Context: an optimization exercise on an open-source flow, tuned for small area, a short achievable clock period and few clock cycles per item. The choices shown serve that exercise and are no tape-out recipe.
In this exercise RTL edits were held to simulation tests only and were not proved equivalent to the original.
Power figures rest on the tool's default switching activity, not on a simulated workload.

<file path="design.v">
`timescale 1ns/1ps
module mulDivHazardUnit (
	input logic clock,
	input logic rst,
	input logic ctrlMult,
	input logic ctrlDiv,
	input logic [31:0] operandA,
	input logic [31:0] operandB,
	input logic [4:0] rdIn,
	input logic [4:0] rs1,
	input logic [4:0] rs2,
	input logic [4:0] rd,
	output logic [31:0] result,
	output logic exception,
	output logic resultRdy,
	output logic stall
);
	localparam logic [1:0] PH_MUL = 2'd0;
	localparam logic [1:0] PH_DSHIFT = 2'd1;
	localparam logic [1:0] PH_DIV = 2'd2;
	localparam logic [1:0] PH_DFIN = 2'd3;
	function automatic logic [4:0] nbits(logic [31:0] x);
		nbits = 5'd0;
		for (int i = 0; i < 31; i++) begin
			if (x[i]) nbits = 5'(i + 1);
		end
	endfunction
	logic busy;
	logic hazEn;
	logic [4:0] dest;
	logic [1:0] phase;
	logic [4:0] cnt;
	logic inv;
	logic negq;
	logic ovf;
	logic sOvf;
	logic [31:0] R;
	logic [32:0] S;
	logic [31:0] Q;
	logic req;
	logic accept;
	logic sa;
	logic sb;
	logic [31:0] absA;
	logic [31:0] absB;
	logic [4:0] nbA;
	logic [4:0] nbB;
	logic swap;
	logic [6:0] dRaw;
	logic [4:0] dClamp;
	logic aZero;
	logic bZero;
	logic mulTrivial;
	logic divTrivial;
	logic trivial;
	assign req = ctrlMult | ctrlDiv;
	assign accept = req & ~busy;
	assign sa = operandA[31];
	assign sb = operandB[31];
	assign absA = sa ? -operandA : operandA;
	assign absB = sb ? -operandB : operandB;
	assign nbA = nbits(operandA ^ {32{sa}});
	assign nbB = nbits(operandB ^ {32{sb}});
	assign swap = nbA < nbB;
	assign dRaw = {2'b00, nbA} + {6'b0, sa} - {2'b00, nbB};
	assign dClamp = dRaw[5] ? 5'd31 : dRaw[4:0];
	assign aZero = operandA == 32'd0;
	assign bZero = operandB == 32'd0;
	assign mulTrivial = aZero | bZero;
	assign divTrivial = bZero | dRaw[6];
	assign trivial = ctrlMult ? mulTrivial : divTrivial;
	logic isMul;
	logic isFin;
	logic q0;
	logic q1;
	logic [34:0] x;
	logic [34:0] y;
	logic [34:0] z;
	logic [34:0] csaS;
	logic [34:0] csaC;
	logic [34:0] sum;
	logic sumOut;
	logic divBit;
	assign isMul = phase == PH_MUL;
	assign isFin = phase == PH_DFIN;
	assign q0 = Q[0];
	assign q1 = Q[1];
	always_comb begin
		if (isFin) begin
			x = '0;
			y = {3'b000, Q} ^ {35{inv}};
			z = '0;
		end else if (isMul) begin
			x = {{3{R[31]}}, R};
			y = ({{2{S[32]}}, S} & {35{q0}}) ^ {35{inv}};
			z = ({S[32], S, 1'b0} & {35{q1}}) ^ {35{inv}};
		end else begin
			x = {3'b000, R};
			y = {{2{S[32]}}, S} ^ {35{inv}};
			z = '0;
		end
	end
	assign csaS = x ^ y ^ z;
	assign csaC = {(x[33:0] & y[33:0]) | (x[33:0] & z[33:0]) | (y[33:0] & z[33:0]), inv};
	assign sum = csaS + csaC + {34'd0, inv & isMul};
	assign sumOut = ~((sum[34] == sum[33]) & (sum[33] == sum[32]) & (sum[32] == sum[31]));
	assign divBit = ~sum[34];
	logic [4:0] shAmt;
	logic [32:0] sShl;
	assign shAmt = isMul ? 5'd2 : cnt;
	assign sShl = S << shAmt;
	logic mulLast;
	assign mulLast = Q[31:2] == 30'd0;
	always_ff @(posedge clock) begin
		if (rst) begin
			busy <= 1'b0;
			hazEn <= 1'b0;
			resultRdy <= 1'b0;
		end else begin
			resultRdy <= 1'b0;
			if (!busy) begin
				if (req) begin
					busy <= ~trivial;
					hazEn <= ~trivial & (rdIn != 5'd0);
					resultRdy <= trivial;
				end
			end else begin
				if ((isMul & mulLast) | isFin) begin
					busy <= 1'b0;
					hazEn <= 1'b0;
					resultRdy <= 1'b1;
				end
			end
		end
	end
	always_ff @(posedge clock) begin
		if (!busy) begin
			dest <= rdIn;
			ovf <= 1'b0;
			sOvf <= 1'b0;
			negq <= sa ^ sb;
			cnt <= dClamp;
			exception <= ~ctrlMult & bZero;
			if (ctrlMult) begin
				phase <= PH_MUL;
				inv <= swap ? sa : sb;
				S <= swap ? {sb, operandB} : {sa, operandA};
				Q <= swap ? absA : absB;
				R <= '0;
			end else begin
				phase <= PH_DSHIFT;
				inv <= ~sb;
				S <= {sb, operandB};
				Q <= '0;
				R <= divTrivial ? 32'd0 : absA;
			end
		end else begin
			case (phase)
				PH_MUL: begin
					R <= sum[31:0];
					ovf <= ovf | ((q0 | q1) & sOvf) | sumOut;
					exception <= ovf | ((q0 | q1) & sOvf) | sumOut;
					sOvf <= sOvf | ~((S[32] == S[31]) & (S[31] == S[30]));
					S <= sShl;
					Q <= {2'b00, Q[31:2]};
				end
				PH_DSHIFT: begin
					S <= sShl;
					phase <= PH_DIV;
				end
				PH_DIV: begin
					if (divBit) R <= sum[31:0];
					Q <= {Q[30:0], divBit};
					S <= {S[32], S[32:1]};
					cnt <= cnt - 5'd1;
					if (cnt == 5'd0) begin
						phase <= PH_DFIN;
						inv <= negq;
					end
				end
				default: begin
					R <= sum[31:0];
					exception <= 1'b0;
				end
			endcase
		end
	end
	assign result = R;
	assign stall = (busy & req) |
		(hazEn & ((rs1 == dest) | (rs2 == dest) | (rd == dest)));
endmodule
</file>
<file path="run.sh">
#!/bin/bash
# synth_recipe.tcl (not shown) runs the flow's synth.tcl, then flattens the netlist and writes it again
# the make line also repeats each setting of config.mk as NAME=value (left out here)
make -C /OpenROAD-flow-scripts/flow DESIGN_CONFIG=/design/flow/config.mk WORK_HOME=/design/flow/orfs CLKGATE_MAP_FILE= SYNTH_SCRIPT=/design/flow/synth_recipe.tcl finish
</file>
<file path="config.mk">
export PLATFORM = sky130hd
export DESIGN_NAME = mulDivHazardUnit
export DESIGN_NICKNAME = mulDivHazardUnit
export VERILOG_FILES = /design/flow/design.v
export SDC_FILE = /design/flow/constraint.sdc
export NUM_CORES = 4
export LEC_CHECK = 0
export CAP_MARGIN = 20
export CORE_MARGIN = 2
export CORE_UTILIZATION = 40
export SETUP_SLACK_MARGIN = 2.5
export SLEW_MARGIN = 20
</file>
<file path="constraint.sdc">
create_clock -name core_clock -period 6.0 [get_ports {clock}]
set_input_delay 1.2000 -clock core_clock [delete_from_list [all_inputs] [get_ports {clock}]]
set_output_delay 1.2000 -clock core_clock [all_outputs]
set_load 0.01 [all_outputs]
</file>
==> results of run 1 <==
## cell usage after synthesis, types with 9 or more instances
library cell | number | area (um^2)
nand2_1 | 216 | 811
nor2_1 | 101 | 379
a31oi_1 | 12 | 75.1
buf_1 | 15 | 56.3
and3_1 | 13 | 81.3
nand4_1 | 13 | 81.3
xor2_1 | 87 | 762
o211ai_1 | 9 | 67.6
a21o_1 | 21 | 158
o31ai_1 | 16 | 120
nand3_1 | 32 | 160
o21ai_0 | 85 | 425
nor4_1 | 13 | 81.3
fa_1 | 39 | 781
nor3_1 | 31 | 155
inv_1 | 110 | 413
buf_2 | 14 | 70.1
or2_2 | 14 | 87.6
or4_1 | 14 | 105
ha_1 | 53 | 663
o221ai_1 | 14 | 123
xnor2_1 | 92 | 806
nand2b_1 | 54 | 338
nor2b_1 | 10 | 62.6
clkbuf_1 | 125 | 469
o22ai_1 | 71 | 444
a21oi_1 | 117 | 586
or3_1 | 18 | 113
edfxtp_1 | 112 | 3360
mux2i_1 | 135 | 1350
a22oi_1 | 38 | 285
a221oi_1 | 9 | 78.8
a221o_1 | 11 | 110
## final cells by class
cell class / instances / area (um^2) / share of cell area, %
Timing Repair Buffer: 326 / 3460 / 16.8
Clock buffer: 18 / 429 / 2.08
Clock inverter: 14 / 88.8 / 0.431
Multi-Input combinational cell: 1452 / 12200 / 59.0
Tap cell: 468 / 586 / 2.84
Sequential cell: 117 / 3460 / 16.8
Inverter: 110 / 413 / 2.00
## routing by layer
metal  up-vias  wire, um  global-route usage (%)
met5         -         0                       0
met4         0      2000                    10.4
met3        95      3780                    3.80
met2       659     26600                    46.6
met1      7287     25800                    41.3
li1       6999         -                       -
## power groups by stage
| stage | Combinational (mW) | Sequential (mW) | Clock (mW) |
|---|---|---|---|
| final | 9.75 | 1.87 | 0.934 |
| after global routing | 10.5 | 1.90 | 0.970 |
| after CTS | 8.97 | 1.84 | 0.934 |
| after detailed placement | 7.54 | 1.86 | 0 |
| after global placement | 7.46 | 1.86 | 0 |
| after floorplan | 5.76 | 1.66 | 0 |
## state kept, by name, indices dropped and copies added, names as in the netlist, 2 cells and up
signal / count
S: 33
R: 32
dest: 5
Q: 32
phase: 2
cnt: 5
## worst max-delay path: cells and delay by family
| kind | cells | cell delay, ns |
|---|---|---|
| and+or+nand+nor | 5 | 1.01 |
| buffers and inverters | 7 | 0.91 |
| adders and majority gates | 3 | 0.70 |
| AOI/OAI and AO/OA | 10 | 1.61 |
## kinds of logic (layout without fill, tap and decap cells)
family          Yosys count  count (layout)  synth area share [%]
simple gates            553             554                  18.1
compound gates          488             488                  21.6
buf+inv                 267             468                  6.99
xor+xnor                179             179                  10.6
mux                     139             139                  9.46
flops                   117             117                  23.5
fa+ha+maj                92              92                  9.78
## final timing paths
path	end	slack, ns	cells past startpoint
hold / removal	sOvf	0.49	2
setup reg to reg	exception	1.13	21
hold reg to reg	sOvf	0.49	2
setup / recovery	R[28]	0.83	25
## through the flow
step	power, mW	setup slack (ns)	setup TNS [ns]	cells	hold WS [ns]
after floorplan	7.42	0.992	0	1835	0.437
after CTS	11.7	0.899	0	2478	0.480
after global routing	13.4	0.647	0	2505	0.526
final	12.6	0.834	0	2505	0.485
after global placement	9.32	-0.0235	-0.398	2365	0.451
after detailed placement	9.40	-0.0411	-0.370	2365	0.467
## what timing repair did
item / 4_1_cts / 5_1_grt
resized for setup: 407 / 112
pin swaps: 107 / 75
gates cloned: 19 / 0
endpoints found under the setup margin: 141 / 140
setup buffers: 62 / 26
## cells in the final DEF, fill, tap and decap left out, types with 17 or more instances in the layout
cell and count:
a21o_1 21, a21oi_1 68, a21oi_2 30, a21oi_4 19, a22oi_1 23, buf_12 19, buf_16 18, buf_4 127
buf_6 41, clkbuf_16 17, clkdlybuf4s50_1 66, dlygate4sd2_1 26, edfxtp_1 112, fa_1 35, ha_1 29, ha_4 20
inv_1 99, mux2i_1 120, nand2_1 195, nand2b_1 54, nand3_1 28, nor2_1 80, nor3_1 21, o21ai_0 51
o21ai_1 25, o22ai_1 43, o22ai_2 24, xnor2_1 91, xor2_1 83
==> impl_metrics.toml, run 1 <==
[worst_hold_path]
min_from = "sOvf"
hp-class = "reg2reg"

[pwr]
intPower_mw = 6.36
pwr-share-comb_pct = 77.7
switching_share_pct = 49.4
ir_drop_mv = 0.320
p_seq_share_pct = 14.9
p_leak_nw = 8.19
powerDensity_nw_per_um2 = 610
power_switching_mw = 6.20
clkPwrFrac_pct = 7.4

[synth]
synth-edff-count = 112
syn_area_um2 = 14800
synth.distinct_cells = 76
synth_ff_type = "edfxtp_1"
synth-seq-area-share_pct = 23.5
syn_avg_cell_area_um2 = 8.04
synthCells = 1835
synth-async-reset-ratio_pct = 0
ys_seq_elements = 117
yosys_warnings = 1
synth_nets = 2015

[timing]
min_period_ns = 5.17
setup-violations-final = 0
slew_headroom_pct = 29.8
rsz0062_at_grt = "true"
final.period_utilization_pct = 86.1
tightest_slew_ns = 1.05
final_max_slew_viol_count = 0
max_freq_mhz = 194
hold_violations = 0
skew_ns = 0.0108

[clocking]
htreeDepth = 4
ctsHoldBuffers = 0
cts-root-buf = "clkbuf_16"
path_clk_slew_ns = 0.06
clkLatencyLatePin_ns = 0.43
cts_made_buffers = 17
clockBufferDepth = 2
cts_tree = "done"
cts_num_sinks = 117

[placement]
port_buffers = 122
place_area_um2 = 17100
gp_congestion = 0.982
hpwlAfterDp_um = 41200

[final_layout]
nets = 2204
fin_area_um2 = 20600
area_growth_pct = 39.6
drive_gt1_share_pct = 27.4
fillCellCount = 3283
num_antenna_cells = 0
utilization_pct = 56.5

[die]
die_height_um = 196
io_pins = 123
row_count = 70
start_util_pct = 40.5
die_w_um = 196
fp.dieArea_um2 = 38500
coreArea_um2 = 36400

[worst_setup_path]
critPathSlowestCell = "or4_4"
path_max_fanout = 8
cp.arrival_ns = 5.43
critPathLaunchType = "input pin"
critical_path_class = "in2reg"
end_kind = "flip-flop"
critPathMaxStageDelay_ns = 0.44
critPathRequiredTime_ns = 6.27
crit_start = "operandB[31]"
rr_startpoint = "phase[0]"

[grt]
grt_pass1_wl_um = 86900
track_usage_pct = 29.4
grt_pass1_vias = 14500
antenna_found_initial = 0
grt_max_degree = 70
gr-total-overflow = 0

[detailed_routing]
via_count = 15000
drtIter0Drc = 1597
drt-pass1-iter-count = 6
totalWireLength_um = 58200
ant_nets = 0
drc = 0
detail_route.wl_per_cell_um = 23.2
vias_per_cell = 6.00

[run]
max_cap_violations = 0

[run_status]
status = "finished clean"
Testbench counts, summed over its fixed seeds: cycles 4,139, ops 512.
==> inputs of run 2 (changes only) <==
--- a/config.mk
+++ b/config.mk
@@ -10,3 +10,2 @@
 export CORE_UTILIZATION = 40
-export SETUP_SLACK_MARGIN = 2.5
 export SLEW_MARGIN = 20
==> impl_metrics.toml, run 2 <==
[timing]
worst_slack_ns = 0.413
skew_ns = 0.00983
setup-violations-final = 0
max_freq_mhz = 179
slew_headroom_pct = 27.5
final_max_slew_viol_count = 0
hold_violations = 0
min_period_ns = 5.59
final.period_utilization_pct = 93.1
finalSetupTns_ns = 0
tightest_slew_ns = 1.08

[run]
max_cap_violations = 0

[clocking]
cts-root-buf = "clkbuf_16"
clkLatencyLatePin_ns = 0.44
clockBufferDepth = 2
cts_num_sinks = 117
post-cts-setup-buffer-count = 0
path_clk_slew_ns = 0.06
htreeDepth = 4
cts_tree = "done"
cts_made_buffers = 17
cts_resized = 0
ctsHoldBuffers = 0

[final_layout]
nets = 2112
largest_register_ffs = 33
fin_area_um2 = 17400
largestRegisters = "S x33, Q x32, R x32"
regMostFlops = "S"
final_cell_mix = "nand2_1, mux2i_1, clkdlybuf4s50_1"
drive_gt1_share_pct = 9.62
area_growth_pct = 17.9
layout_commonest_cell = "nand2_1"
num_antenna_cells = 0

[detailed_routing]
drc = 0
vias_per_cell = 5.91
via_count = 14200
ant_nets = 0
detail_route.wl_per_cell_um = 21.5
totalWireLength_um = 52000
drtIter0Drc = 1265
drt-pass1-iter-count = 6

[pwr]
clkPwrFrac_pct = 9.0
intPower_mw = 4.98
p_seq_share_pct = 18.3
powerDensity_nw_per_um2 = 583
p_total_mw = 10.1
p_leak_nw = 7.08
power_switching_mw = 5.16
ir_drop_mv = 0.211
switching_share_pct = 50.9
pwr-share-comb_pct = 72.8

[worst_setup_path]
r2r_cells = 19
crit_start = "phase[0]"
path_max_fanout = 6
rr_startpoint = "phase[0]"
r2r_end = "exception"
critical_path_class = "reg2reg"
worst-r2r-setup-slack_ns = 0.41
critPathRequiredTime_ns = 6.16
critPathLaunchType = "flip-flop"
cp.arrival_ns = 5.75
end_kind = "flip-flop"

[worst_hold_path]
hold_depth = 2
min_from = "sOvf"
hp-class = "reg2reg"
min_to = "sOvf"

[placement]
gp_congestion = 0.969
place_area_um2 = 16900
port_buffers = 122
hpwlAfterDp_um = 41400
dpl_worst_slack_ns = -0.228

[die]
start_util_pct = 40.5
die_w_um = 196
fp.dieArea_um2 = 38500
die_height_um = 196
io_pins = 123
row_count = 70
coreArea_um2 = 36400

[synth]
syn_avg_cell_area_um2 = 8.04
synth-edff-count = 112
synth.top_cell.area_share_pct = 22.8
synth_ff_type = "edfxtp_1"
synthCells = 1835
synth_most_common_cell = "nand2_1"
synth_nets = 2015
ys_seq_elements = 117
synth_common_cells = "nand2_1, mux2i_1, clkbuf_1"
yosys-top-cells-area = "edfxtp_1, mux2i_1, nand2_1"
post-synth-top-area-cell = "edfxtp_1"
synth.distinct_cells = 76
synth-async-reset-ratio_pct = 0
synth-seq-area-share_pct = 23.5
syn_area_um2 = 14800
yosys_warnings = 1

[grt]
grt_max_degree = 65
track_usage_pct = 26.8
grt_pass1_vias = 13400
antenna_found_initial = 0
grt_pass1_wl_um = 79300
gr-total-overflow = 0

[run_status]
status = "finished clean"
-- run 2: layer usage --
metal	up-vias	share of wire (%)	global-route usage, %
li1	6799	-	-
met1	6836	47	38.9
met2	541	44	40.5
met3	72	6.4	3.64
met4	0	3.0	9.60
met5	-	0	0
-- run 2: power by group through the flow --
stage	registers, mW	clock network (mW)	logic, mW
2_1_floorplan	1.66	0	5.34
5_1_grt	1.90	0.947	8.14
6_report	1.86	0.908	7.38
3_3_place_gp	1.85	0	7.15
4_1_cts	1.84	0.920	7.30
3_5_place_dp	1.86	0	7.26
-- run 2: worst max path at each step --
stage                endpoint  slack (ns)  cells after the start
floorplan                R[0]        0.05                     19
global placement         R[2]       -0.22                     24
detailed placement      R[22]       -0.23                     24
CTS                     R[22]        0.18                     24
global route             R[5]       -0.03                     25
finish              exception        0.41                     19
-- run 2: cells by family after synthesis --
group / Yosys count / synth area share, %
buffers and inverters: 267 / 6.99
AOI/OAI and AO/OA: 488 / 21.6
xor gates and xnor gates: 179 / 10.6
adders and majority gates: 92 / 9.78
DFF: 117 / 23.5
muxes: 139 / 9.46
and+or+nand+nor: 553 / 18.1
-- run 2: final cells by class --
class / instances / area (um^2)
clock buffer: 19 / 433
clock inverter: 12 / 66.3
fill: 3656 / 19000
inverter: 110 / 413
multi-input combinational: 1451 / 10300
sequential: 117 / 3460
tap: 468 / 586
timing repair buffer: 235 / 2130
-- run 2: worst max-delay path: stages (launching register included) --
cell and delay (ns):
edfxtp_1 0.44, inv_1 0.12, ha_2 0.30, nor2_1 0.08
o22ai_1 0.19, xor2_1 0.12, fa_1 0.53, inv_1 0.05
fa_1 0.42, fa_1 0.44, a211oi_1 0.30, o21ai_0 0.20
o211ai_1 0.37, a21bo_2 0.23, a21oi_1 0.12, mux2i_1 0.27
nor2_1 0.10, or4_1 0.54, a211oi_1 0.35, o21ai_0 0.15
-- run 2: stage by stage --
step | hold WS, ns | utilization, % | std cells
after detailed placement | 0.469 | 46.3 | 2381
after CTS | 0.496 | 47.7 | 2412
after global placement | 0.451 | 46.3 | 2381
final | 0.502 | 47.7 | 2412
after floorplan | 0.437 | - | 1835
after global routing | 0.546 | 47.7 | 2412

-- re-timing with driven ports --
How much do the figures lean on ideal ports? The routed layouts below were timed once more, with nothing changed but the port constraints. Step 1 assumes that a clkbuf_16 drives the clock port and a buf_2 every other input. Step 2 times the ports against the registers' clock, not the clock port: input delays grow and output delays shrink by t, the midpoint of the rising clock arrivals with the driver on. a / b / c = no drivers / after step 1 / after step 2; a / b = the first two.
run	shift t [ns]	slack for setup (ns)	worst setup path after step 2	worst slew at a driven data input, ns
run 1	0.481	0.834 / 0.848 / 0.366	input to register	0.06
run 2	0.479	0.413 / 0.413 / -0.005	input to register	0.05
Met with ideal ports but missed after step 2: setup timing in run 2. For run 1, which loses most, drivers alone change the setup slack by +0.014 ns; drivers and shift together by -0.468 ns.
